From an optimization exercise on the open Yosys and OpenROAD flow, aimed at small area and a short achievable clock period; shortcuts taken in it are not production practice.
The RTL was checked by simulation tests, not by an equivalence proof against the original design.

lane 1:
==> flow/design.v <==
package ga_pkg;
    typedef enum logic [3:0] {
        IDLE, INIT_GEN, EVAL_REQ, EVAL_WAIT, GEN_END,
        SEL_A, SEL_B, XOVER, MUTATE, DONE
    } ga_state_t;
    localparam logic [31:0] LFSR_TAPS = 32'h8020_0003;
    function automatic logic [63:0] fit_min(input int unsigned w);
        fit_min = 64'd1 << (w - 1);
    endfunction
endpackage
import ga_pkg::*;
module ga_lfsr32
(
    input  logic        clk,
    input  logic        reset_n,
    input  logic        load,
    input  logic        en,
    input  logic [31:0] seed,
    output logic [31:0] q
);
    always_ff @(posedge clk) begin
        if (load)
            q <= (seed == '0) ? 32'h1 : seed;
        else
            q <= {1'b0, q[31:1]} ^ (q[0] ? LFSR_TAPS : '0);
    end
endmodule
import ga_pkg::*;
module ga_engine
#(
    parameter int unsigned CHROM_W    = 32,
    parameter int unsigned FIT_W      = 27,
    parameter int unsigned POP_SIZE   = 16,
    parameter int unsigned MAX_GEN    = 100,
    parameter int unsigned MUT_THRESH = 8,
    localparam int unsigned GEN_W     = (MAX_GEN > 0) ? $clog2(MAX_GEN + 1) : 1
) (
    input  logic               clk,
    input  logic               reset_n,
    input  logic [31:0]        seed,
    input  logic               start,
    output logic               busy,
    output logic               done,
    output logic [GEN_W-1:0]   generation,
    output logic [CHROM_W-1:0] best,
    output logic [FIT_W-1:0]   best_fit,
    output logic               fit_req_valid,
    input  logic               fit_req_ready,
    output logic [CHROM_W-1:0] fit_req_chrom,
    input  logic               fit_rsp_valid,
    input  logic [FIT_W-1:0]   fit_rsp_fit
);
    localparam int unsigned IDX_W = $clog2(POP_SIZE);
    localparam int unsigned NN    = POP_SIZE - 1;      
    localparam logic [FIT_W-1:0] FIT_MIN = {1'b1, {(FIT_W-1){1'b0}}};
    function automatic logic [31:0] lfsr_step(input logic [31:0] x);
        lfsr_step = {1'b0, x[31:1]} ^ (x[0] ? LFSR_TAPS : '0);
    endfunction
    function automatic logic [1:0] cmp_s(input logic [FIT_W-1:0] a, input logic [FIT_W-1:0] b);
        logic [31:0] g, e;
        g = '0;
        e = '1;
        for (int i = 0; i < FIT_W; i++) begin
            g[i] = (i == FIT_W - 1) ? (!a[i] && b[i]) : (a[i] && !b[i]);
            e[i] = !(a[i] ^ b[i]);
        end
        for (int w = 16; w >= 1; w = w / 2) begin
            for (int k = 0; k < w; k++) begin
                g[k] = g[2*k+1] || (e[2*k+1] && g[2*k]);
                e[k] = e[2*k+1] && e[2*k];
            end
        end
        cmp_s = {g[0], e[0]};
    endfunction
    logic s_idle, s_init, s_req, s_wait, s_gend, s_sela, s_selb, s_xov, s_mut, s_done;
    logic [31:0]        rng;
    logic               init_gen;
    logic [IDX_W-1:0]   idx;
    logic [CHROM_W-1:0] cand, pa;
    logic [IDX_W-1:0]   ridx;
    logic [4:0]         xp_r;
    logic               start_ok;
    logic [GEN_W-1:0]   gen_next;
    logic               last_gen;
    assign start_ok      = start && (s_idle || s_done);
    assign gen_next      = init_gen ? generation : generation + 1'b1;
    assign last_gen      = (gen_next == GEN_W'(MAX_GEN));
    assign fit_req_chrom = cand;
    ga_lfsr32 u_lfsr (
        .clk     (clk),
        .reset_n (reset_n),
        .load    (start_ok),
        .en      (busy),
        .seed    (seed),
        .q       (rng)
    );
    logic [1:0]         bgt;
    assign bgt = cmp_s(fit_rsp_fit, best_fit);
    always_ff @(posedge clk or negedge reset_n) begin
        if (!reset_n) begin
            best     <= '0;
            best_fit <= '0;
        end else begin
            if (start_ok) begin
                best     <= '0;
                best_fit <= FIT_MIN;
            end else if (s_wait && fit_rsp_valid && bgt[1]) begin
                best     <= cand;
                best_fit <= fit_rsp_fit;
            end
        end
    end
    logic [CHROM_W-1:0] n_chrom [POP_SIZE];
    logic [FIT_W-1:0]   n_fit   [POP_SIZE];
    logic [CHROM_W-1:0] c_chrom [POP_SIZE];
    logic [FIT_W-1:0]   c_fit   [POP_SIZE];
    logic               rsp_take;
    logic [IDX_W-1:0]   trk_k, elite_k;       
    logic               trk_f, elite_f;       
    logic [CHROM_W-1:0] rd_chrom;
    logic [FIT_W-1:0]   f_rd1, f_rd2;
    logic               c14_load, elite_14;
    assign rsp_take = s_wait && fit_rsp_valid;
    assign c14_load = (s_xov || s_init) && (idx == IDX_W'(NN));
    assign elite_14 = !init_gen && (elite_k == IDX_W'(NN - 1));
    always_ff @(posedge clk) begin
        if (start_ok) begin
            trk_f <= 1'b1;
        end else if (s_gend) begin
            trk_k <= '0;
        end else if (rsp_take && bgt[1]) begin
            trk_k <= idx;
            trk_f <= 1'b0;
        end
        if (s_gend) begin
            elite_k <= trk_k;
            elite_f <= trk_f;
        end
    end
    always_ff @(posedge clk) begin
        for (int j = 1; j < NN; j++) begin
            if (rsp_take && idx == IDX_W'(j)) begin
                if (j != NN - 1)
                    n_chrom[j] <= cand;
                n_fit[j]   <= fit_rsp_fit;
            end
        end
        if (s_gend) begin
            for (int j = 1; j < NN; j++) begin
                if (j != NN - 1)
                    c_chrom[j] <= n_chrom[j];
                c_fit[j]   <= n_fit[j];
            end
        end
        if (c14_load)
            c_chrom[NN-1] <= cand;
        if (rsp_take && idx == IDX_W'(0)) begin
            c_chrom[0] <= cand;
            c_fit[0]   <= fit_rsp_fit;
        end else if (c14_load && elite_14) begin
            c_chrom[0] <= c_chrom[NN-1];
        end else if (last_wait && !init_gen) begin
            if (!elite_14)
                c_chrom[0] <= elite_f ? '0 : rd_chrom;
            c_fit[0]   <= f_rd1;
        end
        if (rsp_take && idx == IDX_W'(NN)) begin
            c_chrom[NN] <= cand;
            c_fit[NN]   <= fit_rsp_fit;
        end
    end
    logic [IDX_W-1:0]   r1, r2, winner;
    logic [1:0]         tc;
    logic [31:0]        rng_n1;
    logic               last_wait, last_ev;
    assign rng_n1    = lfsr_step(rng);
    assign last_wait = s_wait && (idx == IDX_W'(NN));
    assign last_ev   = (s_req || s_wait) && (idx == IDX_W'(NN));
    always_ff @(posedge clk) begin
        r1 <= last_ev ? elite_k : rng_n1[IDX_W-1:0];
        r2 <= rng_n1[16 +: IDX_W];
    end
    assign f_rd1  = c_fit[r1];
    assign f_rd2  = c_fit[r2];
    assign tc     = cmp_s(f_rd2, f_rd1);
    assign winner = tc[1] ? r2 : r1;
    assign rd_chrom = c_chrom[ridx];
    always_ff @(posedge clk) begin
        ridx <= (s_sela || s_selb) ? winner : elite_k;
        pa   <= rd_chrom;
    end
    logic [31:0] rng_n2;
    logic [7:0]  xs_r;
    logic [5:0]  xt;
    assign rng_n2 = lfsr_step(lfsr_step(rng));
    assign xt     = 6'(xs_r[7:5]) + 6'(xs_r[4:0]);
    always_ff @(posedge clk) begin
        xs_r <= 8'(rng_n2[12:8]) + 8'(rng_n2[17:13]) + 8'(rng_n2[22:18]) +
                8'(rng_n2[27:23]) + 8'(rng_n2[31:28]);
        xp_r <= (xt >= 6'd31) ? 5'(xt - 6'd30) : 5'(xt + 6'd1);
    end
    logic [CHROM_W-1:0] xmask, child;
    logic [4:0]         mpos;
    assign mpos = rng[12:8];
    always_comb begin
        xmask   = {CHROM_W{1'b1}} << xp_r;
        child   = (pa & xmask) | (rd_chrom & ~xmask);
    end
    logic mut_on;
    assign mut_on = s_mut && (rng[7:0] < 8'(MUT_THRESH));
    always_ff @(posedge clk or negedge reset_n) begin
        if (!reset_n) begin
            cand <= '0;
        end else begin
            for (int i = 0; i < CHROM_W; i++) begin
                if (s_init)
                    cand[i] <= rng[i];
                else if (s_xov)
                    cand[i] <= child[i];
                else if (mut_on && mpos == 5'(i))
                    cand[i] <= !cand[i];
            end
        end
    end
    always_ff @(posedge clk or negedge reset_n) begin
        if (!reset_n) begin
            s_idle <= 1'b1; s_init <= 1'b0; s_req  <= 1'b0; s_wait <= 1'b0; s_gend <= 1'b0;
            s_sela <= 1'b0; s_selb <= 1'b0; s_xov  <= 1'b0; s_mut  <= 1'b0; s_done <= 1'b0;
            busy          <= 1'b0;
            done          <= 1'b0;
            generation    <= '0;
            fit_req_valid <= 1'b0;
            init_gen      <= 1'b0;
            idx           <= '0;
        end else begin
            s_init <= 1'b0; s_gend <= 1'b0; s_sela <= 1'b0; s_selb <= 1'b0;
            s_xov  <= 1'b0; s_mut  <= 1'b0;
            if ((s_idle || s_done) && start) begin
                s_idle     <= 1'b0;
                s_done     <= 1'b0;
                s_init     <= 1'b1;
                busy       <= 1'b1;
                done       <= 1'b0;
                generation <= '0;
                idx        <= '0;
                init_gen   <= 1'b1;
            end
            if (s_init) begin
                fit_req_valid <= 1'b1;
                s_req         <= 1'b1;
            end
            if (s_req && fit_req_ready) begin
                fit_req_valid <= 1'b0;
                s_req         <= 1'b0;
                s_wait        <= 1'b1;
            end
            if (s_wait && fit_rsp_valid) begin
                s_wait <= 1'b0;
                if (idx == IDX_W'(POP_SIZE - 1)) begin
                    s_gend <= 1'b1;
                end else begin
                    idx    <= idx + 1'b1;
                    s_init <= init_gen;
                    s_sela <= !init_gen;
                end
            end
            if (s_gend) begin
                init_gen   <= 1'b0;
                generation <= gen_next;
                if (last_gen) begin
                    s_done <= 1'b1;
                    busy   <= 1'b0;
                    done   <= 1'b1;
                end else begin
                    idx    <= IDX_W'(1);
                    s_sela <= 1'b1;
                end
            end
            if (s_sela) s_selb <= 1'b1;
            if (s_selb) s_xov  <= 1'b1;
            if (s_xov) begin
                s_mut <= 1'b1;
            end
            if (s_mut) begin
                fit_req_valid <= 1'b1;
                s_req         <= 1'b1;
            end
        end
    end
endmodule
export LEC_CHECK = 0
export ABC_AREA = 1
export CAP_MARGIN = 20
export CORE_MARGIN = 2
export CORE_UTILIZATION = 45
export SLEW_MARGIN = 20
create_clock -name core_clock -period 14.0 [get_ports {clk}]
standard.sh (not shown) runs the stock make flow with config.mk's settings and CLKGATE_MAP_FILE= SYNTH_SCRIPT=/design/flow/synth_recipe.tcl, a recipe that flattens the netlist after the stock synthesis.
==> flow/flow/run.sh <==
#!/bin/bash
# Standard ORFS layout (the standard.sh, unchanged synthesis), with the timing repair
# asked to leave a larger setup margin so the design is optimised below the 14 ns constraint,
# and clock tree synthesis with larger sink clusters and no dummy loads.
set -euo pipefail
MARGIN=$(cat flow/margin.txt)
bash standard.sh SETUP_SLACK_MARGIN=$MARGIN \
  "CTS_ARGS=-sink_clustering_enable -repair_clock_nets -dont_use_dummy_load -sink_clustering_size 20 -sink_clustering_max_diameter 100" \
  finish > flow_make.log 2>&1
==> flow/flow/margin.txt <==
9.7
The following lists how lane 2 was set up differently from lane 1:
--- a/flow/flow/run.sh
+++ b/flow/flow/run.sh
@@ -7,3 +7,3 @@
 bash standard.sh SETUP_SLACK_MARGIN=$MARGIN \
-  "CTS_ARGS=-sink_clustering_enable -repair_clock_nets -dont_use_dummy_load -sink_clustering_size 20 -sink_clustering_max_diameter 100" \
+  "CTS_ARGS=-sink_clustering_enable -repair_clock_nets -dont_use_dummy_load -sink_clustering_size 24 -sink_clustering_max_diameter 100" \
   finish > flow_make.log 2>&1
==> flow/flow/margin.txt <==
9.6
==> results.txt <==
Classification of the worst setup path: reg2reg -> lane 2, in2reg -> lane 1. Compare lane 1 and lane 2 | total routing resource utilization after global routing lower: lane 2. Lane 1 and lane 2 ended up with nearly the same routing usage on met2. Lane 2 vs lane 1 — clock slew seen by the registers of the worst setup and hold paths rose 0.02 ns. Re average size of a mapped cell: no difference whatsoever between lane 1 and lane 2.

what the ideal ports hide:
The results above use ideal ports. As a check the final layouts listed here were re-extracted and re-timed, cells and wires unchanged.
Step 1 assumes that a clkbuf_16 drives the clock port and a buf_2 every other input.
Step 2 also shifts input and output timing later by t, the mid clock arrival at the registers, as if the neighbouring blocks saw the same clock.
a / b / c = ideal ports / drivers / drivers and shift; a / b = the first two.
run | t, ns | slack for setup (ns) | worst register clock-pin slew, ns
lane 1 | 0.825 | 9.622 / 9.550 / 8.725 | 0.09 / 0.09
lane 2 | 0.809 | 9.560 / 9.519 / 8.710 | 0.10 / 0.10
After both steps every run listed still meets setup and hold. The setup slack of lane 1, which loses most, moves by -0.072 ns with the drivers and by -0.897 ns with both steps.
